Context: an optimization exercise on an open-source flow, tuned for small area, a short achievable clock period and few clock cycles per item. The choices shown serve that exercise and are no tape-out recipe. The RTL was checked by simulation tests, not by an equivalence proof against the original design.

==> flow/design.v (outline; a module is shown in full before it is edited, if it fits) <==
// module idct_fa: 10 lines
// module idct_ha: 9 lines
// module idct_core: 1095 lines
// module idct_flow_ctrl: 89 lines
// module idct8_top: 64 lines
module idct8_top #(
        parameter int ROUND_SHIFT = 7
) (
        input  logic                    clk,
        input  logic                    reset,
        input  logic                    in_req,
        input  idct_pkg::coef_vec_t     coef,
        input  logic                    out_ack,
        output logic                    in_ack,
        output logic                    out_req,
        output idct_pkg::sample_vec_t   samples
);
  // ...
==> flow/flow/run.sh <==
#!/bin/bash
# The standard layout (standard.sh, unchanged synthesis), with plain buf_1 cells as the
# input and output port buffers instead of the default clkdlybuf4s50_1
set -euo pipefail
bash standard.sh "BUFFER_PORTS_ARGS=-buffer_cell sky130_fd_sc_hd__buf_1" finish > standard.log 2>&1
==> flow/standard.sh <==
#!/bin/bash
# synth_recipe.tcl (not shown) runs the flow's synth.tcl, then flattens the netlist and writes it again
# the make line also repeats each setting of config.mk as NAME=value (left out here)
make -C /OpenROAD-flow-scripts/flow DESIGN_CONFIG=/design/flow/config.mk WORK_HOME=/design/flow/orfs CLKGATE_MAP_FILE= SYNTH_SCRIPT=/design/flow/synth_recipe.tcl "${@:-finish}"
==> flow/config.mk <==
export PLATFORM = sky130hd
export DESIGN_NAME = idct8_top
export DESIGN_NICKNAME = idct8_top
export VERILOG_FILES = /design/flow/design.v
export SDC_FILE = /design/flow/constraint.sdc
export NUM_CORES = 4
export LEC_CHECK = 0
export CAP_MARGIN = 20
export CORE_MARGIN = 2
export CORE_UTILIZATION = 40
export SETUP_SLACK_MARGIN = 5
export SLEW_MARGIN = 20
export SYNTH_HIERARCHICAL = 1
export SYNTH_MINIMUM_KEEP_SIZE = 0
==> flow/constraint.sdc <==
create_clock -name core_clock -period 9.0 [get_ports {clk}]
set_input_delay 1.8000 -clock core_clock [delete_from_list [all_inputs] [get_ports {clk}]]
set_output_delay 1.8000 -clock core_clock [all_outputs]
set_load 0.01 [all_outputs]
==> results by group, run 1 <==
Outcome
  • Status: finished clean

Place
  • Cell Count Post-Placement: 2563
  • Placed Instance Area: 25880 sq um

Final layout
  • ANT cells: 0
  • Layout area overhead: 15.56%
  • Biggest Area Class: flip-flops and latches
  • Multi-input combinational area share: 41.48%
  • Non-clk bufs: 281
  • Share of cells above drive strength 1: 8.898%
  • Seq/total area: 42.99%

Yosys
  • Warnings from Yosys: 9
  • Register area share after synthesis: 49.66%
  • Most frequent cells after synthesis: fa_1 (369), dfxtp_1 (342), edfxtp_1 (160)
  • Largest family of logic cells by synthesized area: adder cells
  • Compound-Gate Fraction of Synth Area: 4.360%
  • Syn Std Cell Area: 23960 sq um

STA
  • Worst-Margin Slew: 910.8 ps

Floorplanning
  • Starting Density: 40.53%
  • Die X: 248.8 um
  • IO Count: 278
  • Die height: 248.8 um

Min path
  • HP Class: flip-flop to flip-flop

Critical path
  • CP cell instances: buf_1, inv_2, a21oi_4, buf_12, mux2_2
  • Worst path slowest cell: a21oi_4
  • Worst EP required: 9480 ps
  • Critical Path AT: 3970 ps

GRT
  • Met1 GRT Util: 23.53%
  • Initial antenna violation count: 0
  • Met2 Use GR: 26.51%

Routing
  • Routed vias: 12540
  • Routed Antenna Nets: 0
  • Routed vias/inst: 4.713

CTS
  • Clk buf depth: 3
  • Setup bufs post-CTS: 0
Testbench counts, summed over its fixed seeds: cycles 9,632, items 2,400.
==> run 2, diff against run 1 <==
==> flow/flow/run.sh (replaced) <==
#!/bin/bash
# The standard layout (standard.sh, unchanged synthesis), with plain buf_1 cells as the
# input and output port buffers, and timing repair aiming 5.5 ns of slack at the 9 ns constraint
set -euo pipefail
bash standard.sh "BUFFER_PORTS_ARGS=-buffer_cell sky130_fd_sc_hd__buf_1" SETUP_SLACK_MARGIN=5.5 finish > standard.log 2>&1
==> run 2 against run 1 <==
Net effect:
- synthesized cell count unchanged
- clock-buffer cell count is 2 lower
- highest routed layer unchanged
- still clean
- critical endpoint is now idct_flow_ctrl_inst.coef_q[63]
==> results by group, run 2 <==
Min path
  • HP Class: flip-flop to flip-flop (unchanged)

Critical path
  • Worst EP required: 9490 ps (was 9480 ps)
  • Setup crit end kind: flip-flop (unchanged)
  • Crit path launch type: primary input (unchanged)
  • CP Max Fanout: 93 (was 148)
  • Kind of critical path: primary input to flip-flop (unchanged)
  • Critical Path AT: 3790 ps (was 3970 ps)

Floorplanning
  • Row cnt: 89 (unchanged)
  • Starting Density: 40.53% (unchanged)
  • IO Count: 278 (unchanged)
  • Die height: 248.8 um (unchanged)
  • Die X: 248.8 um (unchanged)
  • Core area: 59130 sq um (unchanged)
  • Die area: 61880 sq um (unchanged)

Final layout
  • Post-layout instance area: 27620 sq um (was 27690 sq um)
  • Layout area overhead: 15.25% (was 15.56%)
  • Biggest register: samples (unchanged)
  • Regs by FF count: samples (144), idct_flow_ctrl_inst.coef_q (128) (unchanged)
  • ANT cells: 0 (unchanged)
  • Commonest cells after routing, fill and taps aside: fa_1 (369), dfxtp_1 (342), buf_1 (277), edfxtp_1 (160), ha_1 (115) (unchanged)
  • Nets@finish: 2463 (was 2461)
  • # fillers: 5174 (was 5136)
  • Post-layout util: 46.71% (was 46.83%)
  • Most common cell after layout, fill and taps aside: fa_1 (unchanged)
  • Max FFs per register: 144 (unchanged)
  • Share of cells above drive strength 1: 9.096% (was 8.898%)

Place
  • I/O Buffers: 277 (unchanged)
  • Final GP Congestion: 0.8447 (was 0.8629)
  • Placed Instance Area: 25870 sq um (was 25880 sq um)
  • DP Wirelength: 41850 um (was 41370 um)

Routing
  • WL final: 51890 um (was 50720 um)
  • 1st-iter DRT viols: 697 (was 636)
  • Routed Antenna Nets: 0 (unchanged)
  • TritonRoute pass-1 iters: 4 (was 5)
  • Routed vias: 12590 (was 12540)
  • Routed vias/inst: 4.724 (was 4.713)
  • Residual DRC count: 0 (unchanged)
  • Drt wl/cell: 19.48 um (was 19.06 um)

Yosys
  • Post-synth EDFFs: 160 (unchanged)
  • Yosys reg bits: 512 (unchanged)
  • Syn_nets: 2151 (unchanged)
  • Most frequent cell after synthesis: fa_1 (unchanged)
  • Register area share after synthesis: 49.66% (unchanged)
  • Yosys top cell area share: 30.83% (unchanged)
  • Area leader, netlist: fa_1 (unchanged)
  • Synth top area cells: fa_1 (31%), dfxtp_1 (29%), edfxtp_1 (20%), ha_1 (6.0%), mux2_2 (3.0%) (unchanged)
  • Post-Syn Area per Cell: 15.61 sq um (unchanged)
  • Syn Std Cell Area: 23960 sq um (unchanged)
  • Most frequent cells after synthesis: fa_1 (369), dfxtp_1 (342), edfxtp_1 (160) (unchanged)
  • Ys flop type: dfxtp_1 (unchanged)
  • Syn Inst Count: 1535 (unchanged)
  • Async set-reset flop share out of synthesis: 1.953% (unchanged)
  • Warnings from Yosys: 9 (unchanged)
  • Synth cell types: 57 (unchanged)

STA
  • Achievable clock frequency: 0.3026 GHz (was 0.2869 GHz)
  • Setup TNS: 0 ps (unchanged)
  • Minimum clock period: 3305 ps (was 3485 ps)
  • Final setup violation count: 0 (unchanged)
  • Final hold vios: 0 (unchanged)
  • Max_slew headroom: 40.39% (was 39.14%)
  • RSZ-0062 raised after global routing: false (unchanged)
  • Tcrit/Tclk final: 36.72% (was 38.73%)
  • Clock Skews: 21.60 ps (was 18.47 ps)
  • Max-slew violation count: 0 (unchanged)
  • Worst-Margin Slew: 894.2 ps (was 910.8 ps)

CTS
  • # hold bufs at CTS: 0 (unchanged)
  • CTS tree: yes (unchanged)
  • Setup bufs post-CTS: 0 (unchanged)
  • Num CTS Buffers: 54 (was 52)
  • H-tree levels: 2 (unchanged)
  • CTS Root Cell: clkbuf_16 (unchanged)
  • Skew-Pair Late Insertion Delay: 600 ps (about the same)
  • Clk buf depth: 3 (unchanged)
  • Clk slew on worst S/H paths: 60 ps (about the same)
  • Sinks on Clock Net: 512 (unchanged)
  • Post-CTS sizing: 4 (was 0)

Flow run
  • Max-cap viol count: 0 (unchanged)

Outcome
  • Status: finished clean (unchanged)

GRT
  • Vias in the first global route: 14070 (was 13790)
  • Largest net degree at the start of global routing: 94 (was 149)
  • Total GRT Usage: 17.14% (was 16.72%)
  • First-pass GRT wire length: 81010 um (was 79140 um)
  • GR Overflow Total: 0 (unchanged)
  • Initial antenna violation count: 0 (unchanged)
-- run 2: changes by cell type in the layout (fill, tap and decap cells not counted), moves of 3 or more --
cell / delta
clkbuf_8: -4
clkinvlp_4: +4
bufinv_16: -3
clkinv_2: +3
-- run 2: final timing paths --
kind                            depth (start not counted)               startpoint                             end  slack [ps]
worst min register to register                          0                  yp_q[3]                      samples[3]         390
worst min-delay path                                    0                  yp_q[3]                      samples[3]         390
worst max register to register                          8  idct_core_inst.ym_qa[0]                    samples[123]        6070
max in group asynchronous                               2                    reset    idct_flow_ctrl_inst.wrote_01        7450
worst max-delay path                                    6                  out_ack  idct_flow_ctrl_inst.coef_q[63]        5700
min in group asynchronous                               2                    reset    idct_flow_ctrl_inst.wrote_01        1180
-- run 2: kinds of logic (layout without fill, tap and decap cells) --
kind of cell | count (synthesis) | after routing | share of synthesized area [%]
flops | 512 | 512 | 49.66
fa+ha+maj | 484 | 484 | 36.83
compound gates | 165 | 165 | 4.360
buf+inv | 141 | 497 | 2.402
simple gates | 137 | 137 | 2.564
mux | 65 | 65 | 3.049
xor+xnor | 31 | 31 | 1.133
-- run 2: worst max-delay path: stages --
cell	delay, ps
buf_1	290
inv_2	80
a21oi_4	390
buf_12	380
buf_12	370
mux2_2	390
-- run 2: cell type report --
| class | count | area (sq um) | share of cell area (%) |
|---|---|---|---|
| Inverter | 116 | 439.2 | 1.590 |
| Clock inverter | 28 | 203.9 | 0.7385 |
| Sequential cell | 512 | 11910 | 43.11 |
| Clock buffer | 72 | 1515 | 5.486 |
| Multi-Input combinational cell | 882 | 11490 | 41.61 |
| Timing Repair Buffer | 281 | 1095 | 3.964 |
| Tap cell | 773 | 967.2 | 3.502 |
-- run 2: Yosys stat by module, one instance, submodules excluded --
module	cells inside	flops+latches	cell area (sq um)
idct_flow_ctrl	346	141	4456
idct_fa	1	0	20.02
idct_ha	1	0	12.51
idct_core	578	191	6316
idct8_top	180	180	5045
-- run 2: per-layer routing --
layer | vias to the layer above | GRT usage (%) | share of wire, %
li1 | 5765 | - | -
met1 | 6377 | 23.14 | 45
met2 | 359 | 27.27 | 46
met3 | 85 | 4.023 | 5.5
met4 | 0 | 5.922 | 3.2
met5 | - | 0 | 0
-- run 2: through the flow --
| stage | instances | setup slack [ps] | hold WS [ps] |
|---|---|---|---|
| 5_1_grt | 2664 | 5561 | 408.1 |
| 4_1_cts | 2664 | 5551 | 396.0 |
| 6_report | 2664 | 5695 | 393.8 |
| 3_3_place_gp | 2564 | 4403 | 385.4 |
| 2_1_floorplan | 1535 | 5559 | 369.5 |
| 3_5_place_dp | 2564 | 4304 | 388.7 |
==> run 3, diff against run 2 <==
==> flow/flow/run.sh (replaced) <==
#!/bin/bash
# The standard layout (standard.sh, unchanged synthesis), with plain buf_1 cells as the
# input and output port buffers, and timing repair aiming 6.0 ns of slack at the 9 ns constraint
set -euo pipefail
bash standard.sh "BUFFER_PORTS_ARGS=-buffer_cell sky130_fd_sc_hd__buf_1" SETUP_SLACK_MARGIN=6.0 finish > standard.log 2>&1
==> run 3 against run 2 <==
Net effect:
- still clean
- critical endpoint is now samples[122]
- hold slack lost 3.7 ps
- via count up 0.74%
- setup slack better by 370 ps
- non-clock buffer count up 3
- die area stayed put
- clock skew up 12 ps
- global-route usage down 0.24 points
- first-iteration DRC count fell by 21%
==> results by group, run 3 <==
Outcome
  • Status: finished clean (unchanged)

Critical path
  • CP Max Fanout: 1 (was 93)
  • Worst path slowest cell: edfxtp_1 (was a21oi_4)
  • Crit path launch type: flip-flop (was primary input)
  • Kind of critical path: flip-flop to output port (was primary input to flip-flop)
  • Crit path max-delay family: flip-flops (was buffers and inverters)
  • Buffer and inverter count on the worst path: 1 (was 4)
  • R2R setup slack: 6180 ps (was 6070 ps)
  • Worst Reg-to-Reg Cells: 5 (was 8)
  • CP cell instances: buf_1 (was buf_1, inv_2, a21oi_4, buf_12, buf_12, mux2_2)
  • Slowest cell delay on critical path: 400 ps (was 390 ps)
  • Critical Path AT: 1130 ps (was 3790 ps)
  • Endpoint of the lowest-slack register-to-register path: idct_core_inst.o_q2[9] (was samples[123])
  • Origin of the critical flop-to-flop path: idct_flow_ctrl_inst.coef_q[21] (was idct_core_inst.ym_qa[0])
  • Setup crit end kind: output port (was flip-flop)
  • Worst EP required: 7200 ps (was 9490 ps)

STA
  • Max_slew headroom: 54.46% (was 40.39%)
  • Achievable clock frequency: 0.3409 GHz (was 0.3026 GHz)
  • Min Hold Slack: 390.1 ps (was 393.8 ps)
  • Final setup violation count: 0 (unchanged)
  • Minimum clock period: 2933 ps (was 3305 ps)
  • Final hold vios: 0 (unchanged)
  • Tcrit/Tclk final: 32.59% (was 36.72%)
  • Worst-Margin Slew: 683.1 ps (was 894.2 ps)
  • RSZ-0062 raised after global routing: false (unchanged)
  • Clock Skews: 33.62 ps (was 21.60 ps)
  • Setup TNS: 0 ps (unchanged)
  • Max-slew violation count: 0 (unchanged)

Yosys
  • Synth top area cells: fa_1 (31%), dfxtp_1 (29%), edfxtp_1 (20%), ha_1 (6.0%), mux2_2 (3.0%) (unchanged)
  • Syn Inst Count: 1535 (unchanged)
  • Warnings from Yosys: 9 (unchanged)
  • Area leader, netlist: fa_1 (unchanged)
  • Synth cell types: 57 (unchanged)
  • Ys flop type: dfxtp_1 (unchanged)
  • Post-synth EDFFs: 160 (unchanged)
  • Post-Syn Area per Cell: 15.61 sq um (unchanged)
  • Yosys reg bits: 512 (unchanged)
  • Async set-reset flop share out of synthesis: 1.953% (unchanged)
  • Most frequent cells after synthesis: fa_1 (369), dfxtp_1 (342), edfxtp_1 (160) (unchanged)
  • Syn Std Cell Area: 23960 sq um (unchanged)
  • Yosys top cell area share: 30.83% (unchanged)
  • Syn_nets: 2151 (unchanged)
  • Most frequent cell after synthesis: fa_1 (unchanged)
  • Register area share after synthesis: 49.66% (unchanged)

GRT
  • First-pass GRT wire length: 80490 um (was 81010 um)
  • Initial antenna violation count: 0 (unchanged)
  • GR Overflow Total: 0 (unchanged)
  • Total GRT Usage: 16.90% (was 17.14%)
  • Largest net degree at the start of global routing: 101 (was 94)
  • Vias in the first global route: 14210 (was 14070)

Final layout
  • Biggest register: samples (unchanged)
  • # fillers: 5149 (was 5174)
  • Max FFs per register: 144 (unchanged)
  • Multi-input gate area: 11540 sq um (was 11490 sq um)
  • Layout area overhead: 16.37% (was 15.25%)
  • Most common cell after layout, fill and taps aside: fa_1 (unchanged)
  • Nets@finish: 2464 (was 2463)
  • Share of cells above drive strength 1: 9.577% (was 9.096%)
  • Register area: 11910 sq um (unchanged)
  • Commonest cells after routing, fill and taps aside: fa_1 (369), dfxtp_1 (342), buf_1 (276), edfxtp_1 (160), inv_1 (114) (was fa_1 (369), dfxtp_1 (342), buf_1 (277), edfxtp_1 (160), ha_1 (115))
  • Regs by FF count: samples (144), idct_flow_ctrl_inst.coef_q (128) (unchanged)
  • Post-layout util: 47.16% (was 46.71%)

Floorplanning
  • Starting Density: 40.53% (unchanged)
  • Die X: 248.8 um (unchanged)
  • Die height: 248.8 um (unchanged)
  • IO Count: 278 (unchanged)
  • Row cnt: 89 (unchanged)
  • Core area: 59130 sq um (unchanged)
  • Die area: 61880 sq um (unchanged)

Routing
  • Drt wl/cell: 19.42 um (was 19.48 um)
  • Routed vias: 12680 (was 12590)
  • Residual DRC count: 0 (unchanged)
  • WL final: 51730 um (was 51890 um)
  • Routed vias/inst: 4.759 (was 4.724)
  • TritonRoute pass-1 iters: 7 (was 4)
  • Routed Antenna Nets: 0 (unchanged)
  • 1st-iter DRT viols: 551 (was 697)

Place
  • Final GP Congestion: 0.8466 (was 0.8447)
  • I/O Buffers: 277 (unchanged)
  • DP Wirelength: 41300 um (was 41850 um)

CTS
  • Skew-Pair Late Insertion Delay: 590 ps (was 600 ps)
  • Setup bufs post-CTS: 0 (unchanged)
  • Num CTS Buffers: 52 (was 54)
  • Sinks on Clock Net: 512 (unchanged)
  • Clk slew on worst S/H paths: 60 ps (about the same)
  • Clk buf depth: 3 (unchanged)
  • CTS tree: yes (unchanged)
  • H-tree levels: 2 (unchanged)
  • CTS Root Cell: clkbuf_16 (unchanged)

Min path
  • Hold path startpoint: ym_q[15] (was yp_q[3])
  • Worst Hold End: samples[141] (was samples[3])
  • Hold Path Depth: 0 (unchanged)
  • HP Class: flip-flop to flip-flop (unchanged)

Flow run
  • Max-cap viol count: 0 (unchanged)
[run 3: routing by layer]
layer / vias to the layer above / wire length, um / GRT usage, %
met5: - / 0 / 0
met1: 6472 / 23740 / 23.14
met4: 0 / 1360 / 5.126
met2: 350 / 23950 / 27.27
met3: 90 / 2681 / 3.406
li1: 5767 / - / -
[run 3: cell families (layout without fill, tap and decap cells)]
| logic type | count (synthesis) | in the layout | share of synthesized area (%) |
|---|---|---|---|
| flops | 512 | 512 | 49.66 |
| mux | 65 | 65 | 3.049 |
| xor+xnor | 31 | 31 | 1.133 |
| fa+ha+maj | 484 | 484 | 36.83 |
| compound gates | 165 | 165 | 4.360 |
| buf+inv | 141 | 496 | 2.402 |
| other cells | 0 | 1 | 0 |
| simple gates | 137 | 137 | 2.564 |
[run 3: worst max path at each step]
stage                       from                              to  cells after the start
floorplan                out_ack                      samples[0]                      2
global placement         out_ack  idct_flow_ctrl_inst.coef_q[63]                      6
detailed placement       out_ack  idct_flow_ctrl_inst.coef_q[63]                      6
CTS                      out_ack  idct_flow_ctrl_inst.coef_q[63]                      6
global route             out_ack          idct_core_inst.kc_q[0]                      8
finish              samples[122]                    samples[122]                      1
[run 3: final cells by class]
| class | count | area share [%] |
|---|---|---|
| Tap cell | 773 | 3.468 |
| Clock inverter | 15 | 0.6595 |
| Timing Repair Buffer | 284 | 4.159 |
| Inverter | 116 | 1.620 |
| Multi-Input combinational cell | 882 | 41.38 |
| Sequential cell | 512 | 42.69 |
| Clock buffer | 81 | 6.012 |
| Antenna cell | 1 | 0.008973 |
[run 3: Yosys stat by module (local to each module, per instance)]
module          copies in the design  cells inside  area, sq um
idct8_top                          1           180         5045
idct_core                          1           578         6316
idct_fa                          367             1        20.02
idct_flow_ctrl                     1           346         4456
idct_ha                           64             1        12.51
[run 3: metrics by stage]
| stage | area [sq um] | worst slack [ps] | instances |
|---|---|---|---|
| floorplan | 24050 | 5609 | 1535 |
| global placement | 25930 | 4416 | 2564 |
| detailed placement | 25930 | 4335 | 2564 |
| CTS | 27820 | 6012 | 2660 |
| global route | 27890 | 6003 | 2663 |
| finish | 27890 | 6067 | 2664 |
[run 3: repair_timing]
action / 4_1_cts / 5_1_grt
hold buffers: 0 / 0
cloned: 0 / 3
endpoints found under the setup margin: 178 / 36
pin swaps: 0 / 0
gates resized for setup: 8 / 3
==> run 4, diff against run 3 <==
--- a/flow/config.mk
+++ b/flow/config.mk
@@ -7,7 +7,7 @@
 export LEC_CHECK = 0
 export CAP_MARGIN = 20
 export CORE_MARGIN = 2
-export CORE_UTILIZATION = 40
+export CORE_UTILIZATION = 75
 export SETUP_SLACK_MARGIN = 5
 export SLEW_MARGIN = 20
 export SYNTH_HIERARCHICAL = 1
==> run 4 against run 3 <==
Net effect:
- fmax shrank 0.37%
- via count rose by 5.4%
- wire length up 1.2%
- non-clock buffer count decreased by 2
- sequential share of layout area grew 1.3 points
- global-route usage grew 15 points
- synthesized cell count unchanged
- synthesized area stayed put
- highest routed layer is now met5
==> results by group, run 4 <==
Critical path
  • Kind of critical path: primary input to flip-flop (was flip-flop to output port)
  • Critical Path AT: 3400 ps (was 1130 ps)
  • Slowest cell delay on critical path: 340 ps (was 400 ps)
  • CP cell instances: buf_2, inv_12, a21oi_4, clkbuf_16, nand2_1, and2_4, ha_2, or2_4 (was buf_1)
  • Crit. path cell count: 8 (was 1)
  • Crit path max-delay family: buffers and inverters (was flip-flops)
  • R2R setup slack: 6140 ps (was 6180 ps)
  • Worst Reg-to-Reg Cells: 5 (unchanged)
  • Worst path slowest cell: clkbuf_16 (was edfxtp_1)
  • Setup crit end kind: flip-flop (was output port)
  • Buffer and inverter count on the worst path: 3 (was 1)
  • Crit path launch type: primary input (was flip-flop)
  • CP Max Fanout: 43 (was 1)
  • Origin of the critical flop-to-flop path: idct_flow_ctrl_inst.coef_q[21] (unchanged)
  • Worst EP required: 9460 ps (was 7200 ps)
  • Endpoint of the lowest-slack register-to-register path: idct_core_inst.o_q2[9] (unchanged)

GRT
  • Met1 GRT Util: 44.01% (was 23.14%)
  • Largest net degree at the start of global routing: 99 (was 101)
  • Vias in the first global route: 14810 (was 14210)
  • GRT met3 Usage: 7.248% (was 3.406%)
  • GR Overflow Total: 0 (unchanged)
  • First-pass GRT wire length: 79990 um (was 80490 um)
  • Total GRT Usage: 32.15% (was 16.90%)
  • Initial antenna violation count: 1 (was 0)
  • GR peak layer: met2 (unchanged)
  • Met2 Use GR: 52.15% (was 27.27%)

Final layout
  • Nets@finish: 2458 (was 2464)
  • Post-layout instance area: 27040 sq um (was 27890 sq um)
  • Max FFs per register: 144 (unchanged)
  • Most common cell after layout, fill and taps aside: fa_1 (unchanged)
  • Layout area overhead: 12.85% (was 16.37%)
  • Commonest cells after routing, fill and taps aside: fa_1 (369), dfxtp_1 (341), buf_1 (276), edfxtp_1 (160), inv_1 (113) (was fa_1 (369), dfxtp_1 (342), buf_1 (276), edfxtp_1 (160), inv_1 (114))
  • Share of cells above drive strength 1: 8.559% (was 9.577%)
  • ANT cells: 0 (was 1)
  • Biggest register: samples (unchanged)
  • Finished Layout Cells: 2283 (was 2664)
  • Regs by FF count: samples (144), idct_flow_ctrl_inst.coef_q (128) (unchanged)

Floorplanning
  • IO Count: 278 (unchanged)
  • Die X: 182.8 um (was 248.8 um)
  • Row cnt: 65 (was 89)
  • Core area: 31470 sq um (was 59130 sq um)
  • Die area: 33400 sq um (was 61880 sq um)
  • Die height: 182.8 um (was 248.8 um)
  • Starting Density: 76.14% (was 40.53%)

Yosys
  • Register area share after synthesis: 49.66% (unchanged)
  • Yosys reg bits: 512 (unchanged)
  • Post-synth EDFFs: 160 (unchanged)
  • Warnings from Yosys: 9 (unchanged)
  • Ys flop type: dfxtp_1 (unchanged)
  • Syn Inst Count: 1535 (unchanged)
  • Area leader, netlist: fa_1 (unchanged)
  • Async set-reset flop share out of synthesis: 1.953% (unchanged)
  • Post-Syn Area per Cell: 15.61 sq um (unchanged)
  • Syn Std Cell Area: 23960 sq um (unchanged)
  • Synth cell types: 57 (unchanged)
  • Yosys top cell area share: 30.83% (unchanged)
  • Syn_nets: 2151 (unchanged)
  • Synth top area cells: fa_1 (31%), dfxtp_1 (29%), edfxtp_1 (20%), ha_1 (6.0%), mux2_2 (3.0%) (unchanged)
  • Most frequent cell after synthesis: fa_1 (unchanged)
  • Most frequent cells after synthesis: fa_1 (369), dfxtp_1 (342), edfxtp_1 (160) (unchanged)

CTS
  • Clk slew on worst S/H paths: 60 ps (about the same)
  • CTS tree: yes (unchanged)
  • Sinks on Clock Net: 512 (unchanged)
  • Setup bufs post-CTS: 0 (unchanged)
  • Skew-Pair Late Insertion Delay: 570 ps (was 590 ps)
  • Num CTS Buffers: 48 (was 52)
  • CTS Root Cell: clkbuf_16 (unchanged)
  • Clk buf depth: 3 (unchanged)
  • # hold bufs at CTS: 0 (unchanged)
  • H-tree levels: 2 (unchanged)

Min path
  • Worst Hold End: samples[5] (was samples[141])
  • HP Class: flip-flop to flip-flop (unchanged)
  • Hold path startpoint: yp_q[5] (was ym_q[15])
  • Hold Path Depth: 0 (unchanged)

STA
  • Worst-Margin Slew: 1170 ps (was 683.1 ps)
  • Final setup violation count: 0 (unchanged)
  • Max-slew violation count: 0 (unchanged)
  • Final hold vios: 0 (unchanged)
  • Clock Skews: 29.02 ps (was 33.62 ps)
  • Setup TNS: 0 ps (unchanged)
  • Minimum clock period: 2944 ps (was 2933 ps)
  • Tcrit/Tclk final: 32.72% (was 32.59%)
  • Achievable clock frequency: 0.3396 GHz (was 0.3409 GHz)
  • RSZ-0062 raised after global routing: false (unchanged)
  • Max_slew headroom: 22.03% (was 54.46%)

Place
  • Final GP Congestion: 0.9465 (was 0.8466)
  • Placed Instance Area: 25460 sq um (was 25930 sq um)
  • DP Wirelength: 37960 um (was 41300 um)
  • Cell Count Post-Placement: 2192 (was 2564)
  • I/O Buffers: 277 (unchanged)

Routing
  • Routed Antenna Nets: 0 (unchanged)
  • Routed vias: 13370 (was 12680)
  • TritonRoute pass-1 iters: 7 (unchanged)
  • Residual DRC count: 0 (unchanged)
  • Routed vias/inst: 5.855 (was 4.759)
  • 1st-iter DRT viols: 887 (was 551)
  • WL final: 52340 um (was 51730 um)
  • Drt wl/cell: 22.93 um (was 19.42 um)

Outcome
  • Status: finished clean (unchanged)

Flow run
  • Max-cap viol count: 0 (unchanged)
run 4: cell count changes in the layout (fill, tap and decap cells not counted), sizes merged:
cell,before,now
clkbuf,83,73
clkinv,8,12
bufinv,4,1
buf,282,280
inv,118,120
diode,1,0
run 4: repair_timing:
item / CTS / global route
endpoints found under the hold margin: 0 / 0
endpoints found under the setup margin: 193 / 107
gates resized for setup: 8 / 4
gates cloned: 0 / 2
run 4: metrics by stage:
stage	setup slack, ps	hold WS [ps]	util (%)
final	6056	402.3	85.93
after global routing	6012	405.9	85.93
after CTS	6022	402.5	85.76
after detailed placement	4376	388.7	80.88
after global placement	4470	386.0	80.88
after floorplan	5609	369.5	-
run 4: cells by family (layout without fill, tap and decap cells):
logic type	count (synthesis)	in the layout	share of synthesized area (%)
XOR/XNOR	31	31	1.133
adder cells (fa/ha/maj)	484	484	36.83
multiplexers	65	65	3.049
AO/OA/AOI/OAI	165	165	4.360
buffers and inverters	141	487	2.402
flip-flops	512	512	49.66
AND/OR/NAND/NOR	137	137	2.564
run 4: per-module statistics from Yosys, one instance, submodules excluded:
module / area [sq um] / cells inside / flops+latches / times used
idct_core: 6316 / 578 / 191 / 1
idct8_top: 5045 / 180 / 180 / 1
idct_flow_ctrl: 4456 / 346 / 141 / 1
idct_fa: 20.02 / 1 / 0 / 367
idct_ha: 12.51 / 1 / 0 / 64
run 4: worst max path at each step:
stage               startpoint                        endpoint
finish                 out_ack          idct_core_inst.kc_q[6]
global route           out_ack          idct_core_inst.kc_q[0]
CTS                    out_ack  idct_flow_ctrl_inst.coef_q[44]
detailed placement     out_ack  idct_flow_ctrl_inst.coef_q[44]
global placement       out_ack  idct_flow_ctrl_inst.coef_q[47]
floorplan              out_ack                      samples[0]
run 4: area by class of cell:
type / instances / area [sq um]
clock buffers: 71 / 1370
repair buffers: 282 / 1141
multi-input cells: 882 / 11540
well taps: 402 / 503.0
flip-flops and latches: 512 / 11910
fillers: 1420 / 4429
inverters: 116 / 451.7
clock inverters: 18 / 131.4
run 4: layer usage:
layer / vias up / wire (um)
met5: - / 8
met1: 6760 / 21210
met3: 109 / 4656
li1: 5754 / -
met4: 2 / 1666
met2: 742 / 24800
==> run 5, diff against run 4 <==
--- a/flow/config.mk
+++ b/flow/config.mk
@@ -7,7 +7,9 @@
 export LEC_CHECK = 0
 export CAP_MARGIN = 20
 export CORE_MARGIN = 2
-export CORE_UTILIZATION = 75
+export CORE_UTILIZATION = 60
+export CTS_CLUSTER_DIAMETER = 50
+export CTS_CLUSTER_SIZE = 16
 export SETUP_SLACK_MARGIN = 5
 export SLEW_MARGIN = 20
 export SYNTH_HIERARCHICAL = 1
==> run 5 against run 4 <==
Net effect:
- sequential cell count stayed put
- die area is 24% higher
- critical path type is now flip-flop to output port
- highest routed layer is now met4
==> results by group, run 5 <==
Outcome
  • Status: finished clean (unchanged)

STA
  • Final hold vios: 0 (unchanged)
  • Max_slew headroom: 29.37% (was 22.03%)
  • Tcrit/Tclk final: 32.61% (was 32.72%)
  • Setup TNS: 0 ps (unchanged)
  • RSZ-0062 raised after global routing: false (unchanged)
  • Minimum clock period: 2935 ps (was 2944 ps)
  • Worst-Margin Slew: 1059 ps (was 1170 ps)
  • Achievable clock frequency: 0.3407 GHz (was 0.3396 GHz)
  • Final setup violation count: 0 (unchanged)
  • Max-slew violation count: 0 (unchanged)
  • Final worst-path setup slack: 6065 ps (was 6056 ps)
  • Clock Skews: 13.45 ps (was 29.02 ps)

Routing
  • WL final: 47880 um (was 52340 um)
  • TritonRoute pass-1 iters: 5 (was 7)
  • Routed vias/inst: 5.205 (was 5.855)
  • Routed vias: 12480 (was 13370)
  • Routed Antenna Nets: 0 (unchanged)
  • 1st-iter DRT viols: 580 (was 887)
  • Residual DRC count: 0 (unchanged)
  • Drt wl/cell: 19.97 um (was 22.93 um)

Yosys
  • Yosys reg bits: 512 (unchanged)
  • Syn Std Cell Area: 23960 sq um (unchanged)
  • Area leader, netlist: fa_1 (unchanged)
  • Most frequent cells after synthesis: fa_1 (369), dfxtp_1 (342), edfxtp_1 (160) (unchanged)
  • Most frequent cell after synthesis: fa_1 (unchanged)
  • Async set-reset flop share out of synthesis: 1.953% (unchanged)
  • Yosys top cell area share: 30.83% (unchanged)
  • Synth top area cells: fa_1 (31%), dfxtp_1 (29%), edfxtp_1 (20%), ha_1 (6.0%), mux2_2 (3.0%) (unchanged)
  • Post-Syn Area per Cell: 15.61 sq um (unchanged)
  • Synth cell types: 57 (unchanged)
  • Register area share after synthesis: 49.66% (unchanged)
  • Post-synth EDFFs: 160 (unchanged)
  • Syn_nets: 2151 (unchanged)
  • Warnings from Yosys: 9 (unchanged)
  • Syn Inst Count: 1535 (unchanged)
  • Ys flop type: dfxtp_1 (unchanged)

Final layout
  • Biggest register: samples (unchanged)
  • Layout area overhead: 12.77% (was 12.85%)
  • Finished Layout Cells: 2398 (was 2283)
  • ANT cells: 0 (unchanged)
  • Nets@finish: 2455 (was 2458)
  • Regs by FF count: samples (144), idct_flow_ctrl_inst.coef_q (128) (unchanged)
  • Most common cell after layout, fill and taps aside: fa_1 (unchanged)
  • Share of cells above drive strength 1: 8.382% (was 8.559%)
  • Commonest cells after routing, fill and taps aside: fa_1 (369), dfxtp_1 (342), buf_1 (276), edfxtp_1 (160), inv_1 (113) (was fa_1 (369), dfxtp_1 (341), buf_1 (276), edfxtp_1 (160), inv_1 (113))
  • Max FFs per register: 144 (unchanged)

CTS
  • Clk buf depth: 3 (unchanged)
  • # hold bufs at CTS: 0 (unchanged)
  • Clk slew on worst S/H paths: 70 ps (was 60 ps)
  • Skew-Pair Late Insertion Delay: 580 ps (was 570 ps)
  • H-tree levels: 2 (unchanged)
  • CTS tree: yes (unchanged)
  • Num CTS Buffers: 44 (was 48)
  • CTS Root Cell: clkbuf_16 (unchanged)
  • Sinks on Clock Net: 512 (unchanged)

Critical path
  • Origin of the critical flop-to-flop path: idct_flow_ctrl_inst.coef_q[21] (unchanged)
  • Worst EP required: 7200 ps (was 9460 ps)
  • Kind of critical path: flip-flop to output port (was primary input to flip-flop)
  • Setup crit end kind: output port (was flip-flop)
  • CP cell instances: buf_1 (was buf_2, inv_12, a21oi_4, clkbuf_16, nand2_1, and2_4, ha_2, or2_4)
  • Crit path max-delay family: flip-flops (was buffers and inverters)
  • Worst Reg-to-Reg Cells: 5 (unchanged)
  • Endpoint of the lowest-slack register-to-register path: idct_core_inst.o_q2[9] (unchanged)
  • Crit path launch type: flip-flop (was primary input)
  • Critical Path AT: 1130 ps (was 3400 ps)
  • R2R setup slack: 6170 ps (was 6140 ps)
  • CP Max Fanout: 1 (was 43)
  • Worst path slowest cell: edfxtp_1 (was clkbuf_16)
  • Slowest cell delay on critical path: 400 ps (was 340 ps)
  • Buffer and inverter count on the worst path: 1 (was 3)

Min path
  • Worst Hold End: samples[9] (was samples[5])
  • Hold Path Depth: 0 (unchanged)
  • Hold path startpoint: yp_q[9] (was yp_q[5])
  • HP Class: flip-flop to flip-flop (unchanged)

Place
  • Final GP Congestion: 0.8595 (was 0.9465)
  • I/O Buffers: 277 (unchanged)
  • Worst slack at placement: 4600 ps (was 4376 ps)
  • DP Wirelength: 37940 um (was 37960 um)
  • Cell Count Post-Placement: 2316 (was 2192)

Floorplanning
  • Core area: 39550 sq um (was 31470 sq um)
  • Die X: 203.9 um (was 182.8 um)
  • Die area: 41550 sq um (was 33400 sq um)
  • Starting Density: 60.59% (was 76.14%)
  • IO Count: 278 (unchanged)
  • Die height: 203.9 um (was 182.8 um)
  • Row cnt: 73 (was 65)

GRT
  • GR Overflow Total: 0 (unchanged)
  • Initial antenna violation count: 1 (unchanged)
  • Vias in the first global route: 13540 (was 14810)
  • Largest net degree at the start of global routing: 105 (was 99)
  • First-pass GRT wire length: 75150 um (was 79990 um)
  • Total GRT Usage: 24.28% (was 32.15%)

Flow run
  • Max-cap viol count: 0 (unchanged)
==> run 5: cell counts after synthesis <==
Identical to the previous run, type by type.
==> run 5: metal layers <==
| metal | vias to the layer above | routed length (um) | global-route usage [%] |
|---|---|---|---|
| li1 | 5750 | - | - |
| met1 | 6266 | 23120 | 37.18 |
| met2 | 404 | 20740 | 36.02 |
| met3 | 62 | 2959 | 4.927 |
| met4 | 0 | 1055 | 6.204 |
| met5 | - | 0 | 0 |
==> run 5: worst register-to-register path: stages, from the launching register on <==
cell and delay, ps:
dfxtp_1 570, ha_1 340, fa_1 510, fa_1 450
fa_1 400, fa_1 440
==> run 5: how the worst max path moves through the flow <==
stage,start,endpoint,slack (ps),cells past startpoint
2_1_floorplan,out_ack,samples[0],5610,2
3_3_place_gp,out_ack,idct_core_inst.kc_q[6],4670,8
3_5_place_dp,out_ack,idct_core_inst.kc_q[6],4600,8
4_1_cts,samples[2],samples[2],6000,1
5_1_grt,samples[2],samples[2],6000,1
6_report,samples[2],samples[2],6070,1
==> run 5: layout make-up <==
type | count | area [sq um]
Clock buffer | 61 | 1187
Fill cell | 2871 | 12530
Tap cell | 525 | 656.9
Clock inverter | 19 | 182.7
Multi-Input combinational cell | 883 | 11550
Sequential cell | 512 | 11910
Inverter | 116 | 451.7
Timing Repair Buffer | 282 | 1090
==> run 5: cells by family after synthesis <==
group	after synthesis	share of synthesized area [%]
compound gates	165	4.360
fa+ha+maj	484	36.83
xor+xnor	31	1.133
flops	512	49.66
simple gates	137	2.564
buf+inv	141	2.402
mux	65	3.049
==> run 5: Yosys stat by module, one instance, submodules excluded <==
| module | copies in the design | area, sq um | cells inside |
|---|---|---|---|
| idct8_top | 1 | 5045 | 180 |
| idct_core | 1 | 6316 | 578 |
| idct_fa | 367 | 20.02 | 1 |
| idct_flow_ctrl | 1 | 4456 | 346 |
| idct_ha | 64 | 12.51 | 1 |
==> run 5: repair_timing <==
action | 4_1_cts | 5_1_grt
resized for setup | 4 | 1
endpoints found under the hold margin | 0 | 0
pin swaps | 1 | 0
cloned | 1 | 0
setup endpoints to repair | 198 | 4
setup buffers | 1 | 0
==> run 5: stage by stage <==
step	cell area (sq um)	hold WS (ps)	utilization (%)
floorplan	24050	369.5	-
global placement	25620	385.9	64.77
detailed placement	25620	388.7	64.77
CTS	27020	395.8	68.31
global route	27020	400.7	68.33
finish	27020	395.4	68.33
==> run 6, diff against run 5 <==
--- a/flow/config.mk
+++ b/flow/config.mk
@@ -8,8 +8,8 @@
 export CAP_MARGIN = 20
 export CORE_MARGIN = 2
 export CORE_UTILIZATION = 60
-export CTS_CLUSTER_DIAMETER = 50
-export CTS_CLUSTER_SIZE = 16
+export CTS_CLUSTER_DIAMETER = 60
+export CTS_CLUSTER_SIZE = 20
 export SETUP_SLACK_MARGIN = 5
 export SLEW_MARGIN = 20
 export SYNTH_HIERARCHICAL = 1
==> run 6 against run 5 <==
Net effect:
- global-route usage decreased by 0.15 points
- non-clock buffer count unchanged
- die area unchanged
- clock skew increased by 6.5 ps
- final cell count decreased by 0.50%
- hold slack improved by 5.2 ps
- critical endpoint is now samples[0]
- highest routed layer unchanged
==> results by group, run 6 <==
Final layout
  • Most common cell after layout, fill and taps aside: fa_1 (unchanged)
  • Regs by FF count: samples (144), idct_flow_ctrl_inst.coef_q (128) (unchanged)
  • Layout area overhead: 12.21% (was 12.77%)
  • Biggest register: samples (unchanged)
  • ANT cells: 0 (unchanged)
  • Nets@finish: 2448 (was 2455)
  • Share of cells above drive strength 1: 8.114% (was 8.382%)
  • Max FFs per register: 144 (unchanged)
  • Commonest cells after routing, fill and taps aside: fa_1 (369), dfxtp_1 (342), buf_1 (276), edfxtp_1 (160), inv_1 (113) (unchanged)

Yosys
  • Ys flop type: dfxtp_1 (unchanged)
  • Yosys top cell area share: 30.83% (unchanged)
  • Synth top area cells: fa_1 (31%), dfxtp_1 (29%), edfxtp_1 (20%), ha_1 (6.0%), mux2_2 (3.0%) (unchanged)
  • Syn Std Cell Area: 23960 sq um (unchanged)
  • Synth Area in XOR/XNOR: 1.133% (unchanged)
  • Area leader, netlist: fa_1 (unchanged)
  • Syn Inst Count: 1535 (unchanged)
  • Yosys reg bits: 512 (unchanged)
  • Most frequent cells after synthesis: fa_1 (369), dfxtp_1 (342), edfxtp_1 (160) (unchanged)
  • Post-Synth Simple-Gate Area: 2.564% (unchanged)
  • Post-Syn Area per Cell: 15.61 sq um (unchanged)
  • Synthesized-area fraction occupied by adder cells: 36.83% (unchanged)
  • Warnings from Yosys: 9 (unchanged)
  • Register area share after synthesis: 49.66% (unchanged)
  • Most frequent cell after synthesis: fa_1 (unchanged)
  • Post-synth EDFFs: 160 (unchanged)
  • Compound-Gate Fraction of Synth Area: 4.360% (unchanged)
  • Async set-reset flop share out of synthesis: 1.953% (unchanged)
  • Syn_nets: 2151 (unchanged)
  • Synth cell types: 57 (unchanged)
  • Mux cell area share after synthesis: 3.049% (unchanged)
  • Largest family of logic cells by synthesized area: adder cells (unchanged)

Critical path
  • Worst EP required: 7200 ps (about the same)
  • Crit path max-delay family: flip-flops (unchanged)
  • R2R setup slack: 6160 ps (was 6170 ps)
  • Worst path slowest cell: edfxtp_1 (unchanged)
  • Crit. path cell count: 1 (unchanged)
  • CP cell instances: buf_1 (unchanged)
  • Setup crit end kind: output port (unchanged)
  • Slowest cell delay on critical path: 410 ps (was 400 ps)
  • CP Max Fanout: 1 (unchanged)
  • Critical Path AT: 1120 ps (was 1130 ps)
  • Worst Reg-to-Reg Cells: 5 (unchanged)
  • Buffer and inverter count on the worst path: 1 (unchanged)
  • Kind of critical path: flip-flop to output port (unchanged)
  • Crit path launch type: flip-flop (unchanged)

STA
  • RSZ-0062 raised after global routing: false (unchanged)
  • Clock Skews: 19.98 ps (was 13.45 ps)
  • Worst-Margin Slew: 1066 ps (was 1059 ps)
  • Tcrit/Tclk final: 32.43% (was 32.61%)
  • Setup TNS: 0 ps (unchanged)
  • Final worst-path setup slack: 6081 ps (was 6065 ps)
  • Minimum clock period: 2919 ps (was 2935 ps)
  • Max_slew headroom: 28.95% (was 29.37%)
  • Achievable clock frequency: 0.3426 GHz (was 0.3407 GHz)
  • Final setup violation count: 0 (unchanged)
  • Max-slew violation count: 0 (unchanged)
  • Final hold vios: 0 (unchanged)

Routing
  • Drt wl/cell: 19.91 um (was 19.97 um)
  • Routed Antenna Nets: 0 (unchanged)
  • WL final: 47510 um (was 47880 um)
  • Residual DRC count: 0 (unchanged)
  • TritonRoute pass-1 iters: 7 (was 5)
  • Routed vias: 12380 (was 12480)
  • Routed vias/inst: 5.190 (was 5.205)
  • 1st-iter DRT viols: 541 (was 580)

Floorplanning
  • Core area: 39550 sq um (unchanged)
  • Die area: 41550 sq um (unchanged)
  • Row cnt: 73 (unchanged)
  • Die height: 203.9 um (unchanged)
  • Die X: 203.9 um (unchanged)
  • Starting Density: 60.59% (unchanged)
  • IO Count: 278 (unchanged)

CTS
  • H-tree levels: 2 (unchanged)
  • # hold bufs at CTS: 0 (unchanged)
  • Skew-Pair Late Insertion Delay: 560 ps (was 580 ps)
  • Clk buf depth: 3 (unchanged)
  • CTS tree: yes (unchanged)
  • Num CTS Buffers: 37 (was 44)
  • Clk slew on worst S/H paths: 70 ps (about the same)
  • Sinks on Clock Net: 512 (unchanged)
  • CTS Root Cell: clkbuf_16 (unchanged)

Place
  • DP Wirelength: 37940 um (unchanged)
  • I/O Buffers: 277 (unchanged)
  • Final GP Congestion: 0.8595 (unchanged)
  • Worst slack at placement: 4600 ps (unchanged)

GRT
  • Total GRT Usage: 24.13% (was 24.28%)
  • Largest net degree at the start of global routing: 105 (unchanged)
  • GR Overflow Total: 0 (unchanged)
  • Initial antenna violation count: 1 (unchanged)
  • First-pass GRT wire length: 74690 um (was 75150 um)
  • Vias in the first global route: 13480 (was 13540)

Min path
  • HP Class: flip-flop to flip-flop (unchanged)
  • Hold Path Depth: 0 (unchanged)

Flow run
  • Max-cap viol count: 0 (unchanged)

Outcome
  • Status: finished clean (unchanged)
[run 6: cell counts after synthesis]
No cell type changed its count.
[run 6: cells by family after synthesis]
group / count (synthesis)
AOI/OAI and AO/OA: 165
xor gates and xnor gates: 31
adders and majority gates: 484
buffers and inverters: 141
DFF: 512
muxes: 65
and+or+nand+nor: 137
[run 6: path summary, 6_finish.rpt]
check,startpoint,endpoint
min reg2reg,yp_q[1],samples[1]
min,yp_q[1],samples[1]
max reg2reg,idct_flow_ctrl_inst.coef_q[21],idct_core_inst.o_q2[9]
min in group asynchronous,reset,idct_flow_ctrl_inst.wrote_01
max,samples[0],samples[0]
max in group asynchronous,reset,idct_flow_ctrl_inst.wrote_01
[run 6: modules after synthesis (local to each module, per instance)]
module          copies in the design  cell area [sq um]  flip-flops and latches
idct_core                          1               6316                     191
idct_flow_ctrl                     1               4456                     141
idct8_top                          1               5045                     180
idct_ha                           64              12.51                       0
idct_fa                          367              20.02                       0
[run 6: area by class of cell]
cell class | count | area (sq um)
clock buffer | 50 | 1027
clock inverter | 18 | 210.2
fill | 2870 | 12660
inverter | 116 | 451.7
multi-input combinational | 883 | 11550
sequential | 512 | 11910
tap | 525 | 656.9
timing repair buffer | 282 | 1090
[run 6: routing by layer]
layer  GRT usage (%)  wire (um)
met5               0          0
met4           7.039       1004
met3           4.050       2744
met2           35.69      20580
met1           37.30      23180
[run 6: through the flow]
step | util, % | std cells | hold slack (ps) | instance area (sq um)
after floorplan | - | 1535 | 369.5 | 24050
after CTS | 67.97 | 2386 | 403.5 | 26880
after global placement | 64.77 | 2316 | 385.9 | 25620
after detailed placement | 64.77 | 2316 | 388.7 | 25620
final | 67.99 | 2386 | 400.7 | 26890
after global routing | 67.99 | 2386 | 408.0 | 26890
[run 6: what timing repair did]
action | CTS | global route
buffers inserted | 1 | 0
endpoints found under the setup margin | 198 | 4
resized for setup | 4 | 1
pin swaps | 1 | 0
gates cloned | 1 | 0
==> run 7, diff against run 6 <==
--- a/flow/config.mk
+++ b/flow/config.mk
@@ -8,8 +8,6 @@
 export CAP_MARGIN = 20
 export CORE_MARGIN = 2
 export CORE_UTILIZATION = 60
-export CTS_CLUSTER_DIAMETER = 60
-export CTS_CLUSTER_SIZE = 20
 export SETUP_SLACK_MARGIN = 5
 export SLEW_MARGIN = 20
 export SYNTH_HIERARCHICAL = 1
==> run 7 against run 6 <==
Net effect:
- clock skew increased by 7.5 ps
- still clean
- setup slack worse by 1.3 ps
- fmax is essentially flat
- non-clock buffer count unchanged
- core utilization grew 1.4 points
==> results by group, run 7 <==
Critical path
  • Worst Reg-to-Reg Cells: 8 (was 5)
  • Slowest cell delay on critical path: 400 ps (was 410 ps)
  • Crit. path cell count: 1 (unchanged)
  • Kind of critical path: flip-flop to output port (unchanged)
  • Crit path launch type: flip-flop (unchanged)
  • Setup crit end kind: output port (unchanged)
  • Endpoint of the lowest-slack register-to-register path: samples[105] (was idct_core_inst.o_q2[9])
  • Crit path launch: samples[111] (was samples[0])
  • Worst path slowest cell: edfxtp_1 (unchanged)
  • Crit path max-delay family: flip-flops (unchanged)
  • CP cell instances: buf_1 (unchanged)
  • Origin of the critical flop-to-flop path: idct_core_inst.ym_qa[0] (was idct_flow_ctrl_inst.coef_q[21])
  • Critical Path AT: 1120 ps (about the same)
  • Worst EP required: 7200 ps (about the same)
  • Buffer and inverter count on the worst path: 1 (unchanged)
  • CP Max Fanout: 1 (unchanged)
  • R2R setup slack: 6150 ps (was 6160 ps)

STA
  • Max_slew headroom: 30.13% (was 28.95%)
  • Tcrit/Tclk final: 32.45% (was 32.43%)
  • Worst-Margin Slew: 1048 ps (was 1066 ps)
  • Clock Skews: 27.48 ps (was 19.98 ps)
  • Achievable clock frequency: 0.3424 GHz (was 0.3426 GHz)
  • Max-slew violation count: 0 (unchanged)
  • Final hold vios: 0 (unchanged)
  • RSZ-0062 raised after global routing: false (unchanged)
  • Setup TNS: 0 ps (unchanged)
  • Minimum clock period: 2920 ps (was 2919 ps)
  • Final setup violation count: 0 (unchanged)
  • Min Hold Slack: 395.9 ps (was 400.7 ps)

CTS
  • H-tree levels: 2 (unchanged)
  • CTS tree: yes (unchanged)
  • Clk slew on worst S/H paths: 60 ps (was 70 ps)
  • Clk buf depth: 3 (unchanged)
  • Num CTS Buffers: 50 (was 37)
  • Sinks on Clock Net: 512 (unchanged)
  • Skew-Pair Late Insertion Delay: 600 ps (was 560 ps)
  • CTS Root Cell: clkbuf_16 (unchanged)

Floorplanning
  • Die area: 41550 sq um (unchanged)
  • Row cnt: 73 (unchanged)
  • Starting Density: 60.59% (unchanged)
  • Die height: 203.9 um (unchanged)
  • IO Count: 278 (unchanged)
  • Die X: 203.9 um (unchanged)
  • Core area: 39550 sq um (unchanged)

Yosys
  • Yosys top cell area share: 30.83% (unchanged)
  • Post-synth EDFFs: 160 (unchanged)
  • Warnings from Yosys: 9 (unchanged)
  • Yosys reg bits: 512 (unchanged)
  • Post-Syn Area per Cell: 15.61 sq um (unchanged)
  • Ys flop type: dfxtp_1 (unchanged)
  • Synth top area cells: fa_1 (31%), dfxtp_1 (29%), edfxtp_1 (20%), ha_1 (6.0%), mux2_2 (3.0%) (unchanged)
  • Synth cell types: 57 (unchanged)
  • Async set-reset flop share out of synthesis: 1.953% (unchanged)
  • Syn Inst Count: 1535 (unchanged)
  • Area leader, netlist: fa_1 (unchanged)
  • Most frequent cell after synthesis: fa_1 (unchanged)
  • Syn Std Cell Area: 23960 sq um (unchanged)
  • Register area share after synthesis: 49.66% (unchanged)
  • Syn_nets: 2151 (unchanged)
  • Most frequent cells after synthesis: fa_1 (369), dfxtp_1 (342), edfxtp_1 (160) (unchanged)

Routing
  • Routed vias: 12540 (was 12380)
  • 1st-iter DRT viols: 520 (was 541)
  • Drt wl/cell: 19.94 um (was 19.91 um)
  • Routed Antenna Nets: 0 (unchanged)
  • WL final: 48100 um (was 47510 um)
  • Residual DRC count: 0 (unchanged)
  • Routed vias/inst: 5.198 (was 5.190)
  • TritonRoute pass-1 iters: 5 (was 7)

Min path
  • Hold Path Depth: 0 (unchanged)
  • HP Class: flip-flop to flip-flop (unchanged)
  • Hold path startpoint: yp_q[4] (was yp_q[1])
  • Worst Hold End: samples[4] (was samples[1])

Flow run
  • Max-cap viol count: 0 (unchanged)

Place
  • Final GP Congestion: 0.8595 (unchanged)
  • DP Wirelength: 37940 um (unchanged)
  • I/O Buffers: 277 (unchanged)
  • Placed Instance Area: 25620 sq um (unchanged)
  • Cell Count Post-Placement: 2316 (unchanged)

Final layout
  • Commonest cells after routing, fill and taps aside: fa_1 (369), dfxtp_1 (342), buf_1 (276), edfxtp_1 (160), inv_1 (113) (unchanged)
  • Share of cells above drive strength 1: 9.645% (was 8.114%)
  • Most common cell after layout, fill and taps aside: fa_1 (unchanged)
  • Register area: 11910 sq um (unchanged)
  • Regs by FF count: samples (144), idct_flow_ctrl_inst.coef_q (128) (unchanged)
  • Nets@finish: 2461 (was 2448)
  • Layout area overhead: 14.51% (was 12.21%)
  • Post-layout util: 69.39% (was 67.99%)
  • Post-layout instance area: 27440 sq um (was 26890 sq um)
  • Multi-input gate area: 11550 sq um (unchanged)
  • Max FFs per register: 144 (unchanged)
  • # fillers: 2814 (was 2870)
  • Biggest register: samples (unchanged)
  • ANT cells: 0 (unchanged)
  • Finished Layout Cells: 2412 (was 2386)

GRT
  • Total GRT Usage: 24.28% (was 24.13%)
  • Vias in the first global route: 13560 (was 13480)
  • GR Overflow Total: 0 (unchanged)
  • First-pass GRT wire length: 75120 um (was 74690 um)
  • Initial antenna violation count: 1 (unchanged)
  • Largest net degree at the start of global routing: 105 (unchanged)

Outcome
  • Status: finished clean (unchanged)
[run 7: cell counts after synthesis]
No cell type changed its count.
[run 7: through the flow]
stage / setup WS (ps)
6_report: 6080
5_1_grt: 5993
4_1_cts: 6033
3_5_place_dp: 4600
3_3_place_gp: 4669
2_1_floorplan: 5609
[run 7: cell families after synthesis]
kind of cell             Yosys count  share of synthesized area [%]
buffers and inverters            141                          2.402
AND/OR/NAND/NOR                  137                          2.564
adder cells (fa/ha/maj)          484                          36.83
AO/OA/AOI/OAI                    165                          4.360
XOR/XNOR                          31                          1.133
flip-flops                       512                          49.66
multiplexers                      65                          3.049
[run 7: area by class of cell]
class / instances / area share [%]
Clock buffer: 66 / 5.458
Clock inverter: 28 / 1.026
Inverter: 116 / 1.646
Multi-Input combinational cell: 883 / 42.08
Sequential cell: 512 / 43.39
Tap cell: 525 / 2.394
Timing Repair Buffer: 282 / 4.003
[run 7: timing repair]
item,4_1_cts,5_1_grt
setup buffers,1,0
hold buffers,0,0
setup endpoints to repair,198,4
resized for setup,6,1
gates cloned,1,0
pin swaps,1,0
[run 7: how the worst max path moves through the flow]
stage	endpoint	slack, ps
detailed placement	idct_core_inst.kc_q[6]	4600
CTS	samples[111]	6030
global placement	idct_core_inst.kc_q[6]	4670
global route	samples[123]	5990
floorplan	samples[0]	5610
finish	samples[111]	6080
[run 7: per-module statistics from Yosys (local to each module, per instance)]
module	cell area, sq um	cells	flip-flops and latches	copies in the design
idct_core	6316	578	191	1
idct_fa	20.02	1	0	367
idct_flow_ctrl	4456	346	141	1
idct_ha	12.51	1	0	64
idct8_top	5045	180	180	1
[run 7: layer usage]
metal  wire (um)  GRT usage [%]  share of wire, %  vias up
met5           0              0                 0        -
met4        1066          6.465               2.2        0
met1       23260          37.38                48     6297
met2       20850          35.78                43      399
li1            -              -                 -     5777
met3        2923          4.783               6.1       64
==> run 8, diff against run 7 <==
==> flow/flow/run.sh (replaced) <==
#!/bin/bash
# The standard layout (standard.sh, unchanged synthesis), with plain buf_1 cells as the
# input and output port buffers, and timing repair aiming 6.3 ns of slack at the 9 ns constraint
set -euo pipefail
bash standard.sh "BUFFER_PORTS_ARGS=-buffer_cell sky130_fd_sc_hd__buf_1" SETUP_SLACK_MARGIN=6.3 finish > standard.log 2>&1
--- a/flow/config.mk
+++ b/flow/config.mk
@@ -7,7 +7,7 @@
 export LEC_CHECK = 0
 export CAP_MARGIN = 20
 export CORE_MARGIN = 2
-export CORE_UTILIZATION = 60
+export CORE_UTILIZATION = 40
 export SETUP_SLACK_MARGIN = 5
 export SLEW_MARGIN = 20
 export SYNTH_HIERARCHICAL = 1
==> run 8 against run 7 <==
Net effect:
- hold slack improved by 2.4 ps
- highest routed layer unchanged
- largest cell class unchanged
- global-route usage decreased by 7.2 points
==> results by group, run 8 <==
Floorplanning
  • Core area: 59130 sq um (was 39550 sq um)
  • Row cnt: 89 (was 73)
  • Die X: 248.8 um (was 203.9 um)
  • IO Count: 278 (unchanged)
  • Die height: 248.8 um (was 203.9 um)
  • Starting Density: 40.53% (was 60.59%)
  • Die area: 61880 sq um (was 41550 sq um)

Routing
  • Routed Antenna Nets: 0 (unchanged)
  • WL final: 52030 um (was 48100 um)
  • Residual DRC count: 0 (unchanged)
  • Drt wl/cell: 19.43 um (was 19.94 um)
  • Routed vias/inst: 4.750 (was 5.198)
  • TritonRoute pass-1 iters: 4 (was 5)
  • 1st-iter DRT viols: 507 (was 520)
  • Routed vias: 12720 (was 12540)

Outcome
  • Status: finished clean (unchanged)

Critical path
  • Crit path max-delay family: flip-flops (unchanged)
  • CP cell instances: clkbuf_2 (was buf_1)
  • Critical Path AT: 1140 ps (was 1120 ps)
  • Slowest cell delay on critical path: 400 ps (about the same)
  • Worst EP required: 7200 ps (about the same)
  • Origin of the critical flop-to-flop path: idct_flow_ctrl_inst.coef_q[55] (was idct_core_inst.ym_qa[0])
  • R2R setup slack: 6370 ps (was 6150 ps)
  • Kind of critical path: flip-flop to output port (unchanged)
  • Setup crit end kind: output port (unchanged)
  • Crit path launch type: flip-flop (unchanged)
  • Buffer and inverter count on the worst path: 1 (unchanged)
  • CP Max Fanout: 1 (unchanged)
  • Worst path slowest cell: edfxtp_1 (unchanged)
  • Worst Reg-to-Reg Cells: 4 (was 8)
  • Endpoint of the lowest-slack register-to-register path: idct_core_inst.o_q2[14] (was samples[105])

CTS
  • H-tree levels: 2 (unchanged)
  • CTS tree: yes (unchanged)
  • Sinks on Clock Net: 512 (unchanged)
  • CTS Root Cell: clkbuf_16 (unchanged)
  • Num CTS Buffers: 54 (was 50)
  • Clk buf depth: 3 (unchanged)
  • Clk slew on worst S/H paths: 60 ps (about the same)
  • Skew-Pair Late Insertion Delay: 610 ps (was 600 ps)

Min path
  • Hold path startpoint: yp_q[7] (was yp_q[4])
  • HP Class: flip-flop to flip-flop (unchanged)
  • Worst Hold End: samples[7] (was samples[4])
  • Hold Path Depth: 0 (unchanged)

Final layout
  • Share of cells above drive strength 1: 18.28% (was 9.645%)
  • Regs by FF count: samples (144), idct_flow_ctrl_inst.coef_q (128) (unchanged)
  • Nets@finish: 2475 (was 2461)
  • Most common cell after layout, fill and taps aside: fa_1 (unchanged)
  • Biggest register: samples (unchanged)
  • ANT cells: 0 (unchanged)
  • Layout area overhead: 18.23% (was 14.51%)
  • Max FFs per register: 144 (unchanged)
  • Commonest cells after routing, fill and taps aside: fa_1 (369), dfxtp_1 (323), edfxtp_1 (160), buf_1 (150), clkbuf_2 (121) (was fa_1 (369), dfxtp_1 (342), buf_1 (276), edfxtp_1 (160), inv_1 (113))

Place
  • DP Wirelength: 41140 um (was 37940 um)
  • Final GP Congestion: 0.8620 (was 0.8595)
  • I/O Buffers: 277 (unchanged)

GRT
  • Vias in the first global route: 14220 (was 13560)
  • First-pass GRT wire length: 80830 um (was 75120 um)
  • GR Overflow Total: 0 (unchanged)
  • Total GRT Usage: 17.06% (was 24.28%)
  • Largest net degree at the start of global routing: 66 (was 105)
  • Initial antenna violation count: 0 (was 1)

STA
  • Final setup violation count: 0 (unchanged)
  • Max_slew headroom: 55.32% (was 30.13%)
  • Achievable clock frequency: 0.3396 GHz (was 0.3424 GHz)
  • Clock Skews: 15.17 ps (was 27.48 ps)
  • Setup TNS: 0 ps (unchanged)
  • Final hold vios: 0 (unchanged)
  • Worst-Margin Slew: 670.2 ps (was 1048 ps)
  • Max-slew violation count: 0 (unchanged)
  • Tcrit/Tclk final: 32.72% (was 32.45%)
  • RSZ-0062 raised after global routing: true (was false)
  • Minimum clock period: 2944 ps (was 2920 ps)

Yosys
  • Post-synth EDFFs: 160 (unchanged)
  • Syn_nets: 2151 (unchanged)
  • Register area share after synthesis: 49.66% (unchanged)
  • Warnings from Yosys: 9 (unchanged)
  • Yosys reg bits: 512 (unchanged)
  • Most frequent cell after synthesis: fa_1 (unchanged)
  • Yosys top cell area share: 30.83% (unchanged)
  • Syn Inst Count: 1535 (unchanged)
  • Synth cell types: 57 (unchanged)
  • Async set-reset flop share out of synthesis: 1.953% (unchanged)
  • Syn Std Cell Area: 23960 sq um (unchanged)
  • Most frequent cells after synthesis: fa_1 (369), dfxtp_1 (342), edfxtp_1 (160) (unchanged)
  • Post-Syn Area per Cell: 15.61 sq um (unchanged)
  • Ys flop type: dfxtp_1 (unchanged)
  • Area leader, netlist: fa_1 (unchanged)
  • Synth top area cells: fa_1 (31%), dfxtp_1 (29%), edfxtp_1 (20%), ha_1 (6.0%), mux2_2 (3.0%) (unchanged)

Flow run
  • Max-cap viol count: 0 (unchanged)
-- run 8: cell counts after synthesis --
Identical to the previous run, type by type.
-- run 8: per-layer routing --
metal | GRT usage, % | routed length, um
met3 | 2.936 | 2337
met1 | 24.02 | 24550
met4 | 5.593 | 1514
met5 | 0 | 0
met2 | 26.99 | 23630
-- run 8: layout make-up --
| type | instances | area [sq um] |
|---|---|---|
| clock buffers | 70 | 1556 |
| clock inverters | 31 | 331.6 |
| fillers | 5070 | 30800 |
| inverters | 116 | 451.7 |
| multi-input cells | 883 | 11650 |
| flip-flops and latches | 512 | 11940 |
| well taps | 773 | 967.2 |
| repair buffers | 292 | 1435 |
-- run 8: how the worst max path moves through the flow --
stage,endpoint,cells past startpoint,startpoint
final,samples[49],1,samples[49]
after global routing,samples[102],1,samples[102]
after CTS,samples[1],1,samples[1]
after detailed placement,idct_core_inst.kc_q[6],8,out_ack
after global placement,idct_core_inst.kc_q[0],8,out_ack
after floorplan,samples[0],2,out_ack
-- run 8: cells by family (layout without fill, tap and decap cells) --
kind of cell	Yosys count	in the layout	share of synthesized area [%]
compound gates	165	166	4.360
xor+xnor	31	31	1.133
fa+ha+maj	484	484	36.83
buf+inv	141	509	2.402
flops	512	512	49.66
mux	65	65	3.049
simple gates	137	137	2.564
-- run 8: repair_timing --
item                       CTS  global route
cloned                       4             0
resized for setup           20           150
pin swaps                    1             9
hold buffers                 0             0
setup endpoints to repair  359           248
buffers inserted             2             6
-- run 8: Yosys stat by module (local to each module, per instance) --
module          flops+latches  area [sq um]
idct_core                 191          6316
idct_fa                     0         20.02
idct8_top                 180          5045
idct_ha                     0         12.51
idct_flow_ctrl            141          4456
-- run 8: stage by stage --
step | util [%] | instances | hold WS (ps) | worst slack, ps | area, sq um
floorplan | - | 1535 | 369.5 | 5609 | 24130
global placement | 43.96 | 2564 | 385.8 | 4472 | 26000
detailed placement | 43.96 | 2564 | 388.7 | 4401 | 26000
CTS | 47.46 | 2671 | 398.2 | 6009 | 28060
global route | 47.92 | 2677 | 405.0 | 6009 | 28330
finish | 47.92 | 2677 | 398.3 | 6056 | 28330

-- static timing again, ports no longer ideal --
In the flow no input, the clock included, has a driving cell. The finished layouts below were timed again as built, in two steps. Step 1 assumes that a clkbuf_16 drives the clock port and a buf_2 every other input. Step 2 times the ports against the registers' clock, not the clock port: input delays grow and output delays shrink by t, the midpoint of the rising clock arrivals with the driver on. Three values: ideal ports, drivers, drivers and shift; two values: the first two.
run | t, ns | setup WS [ns] | clock arrival spread, ns | slew at the worst register clock pin (ns) | worst slew at a driven data input, ns
run 1 | 0.643 | 5.515 / 5.542 / 4.899 | 0.019 / 0.020 | 0.06 / 0.06 | 0.06
run 2 | 0.647 | 5.695 / 5.707 / 5.060 | 0.024 / 0.024 | 0.06 / 0.06 | 0.06
run 3 | 0.631 | 6.067 / 6.013 / 5.474 | 0.035 / 0.035 | 0.07 / 0.07 | 0.07
run 4 | 0.606 | 6.056 / 6.035 / 5.482 | 0.029 / 0.030 | 0.07 / 0.07 | 0.05
run 5 | 0.624 | 6.065 / 6.009 / 5.529 | 0.021 / 0.020 | 0.07 / 0.07 | 0.06
run 6 | 0.613 | 6.081 / 6.025 / 5.522 | 0.030 / 0.030 | 0.08 / 0.08 | 0.06
run 7 | 0.638 | 6.080 / 6.024 / 5.538 | 0.028 / 0.028 | 0.07 / 0.07 | 0.06
run 8 | 0.657 | 6.056 / 5.998 / 5.713 | 0.022 / 0.022 | 0.07 / 0.07 | 0.06
After both steps every run listed still meets setup and hold. For run 2, which loses most, drivers alone change the setup slack by +0.012 ns; drivers and shift together by -0.635 ns.
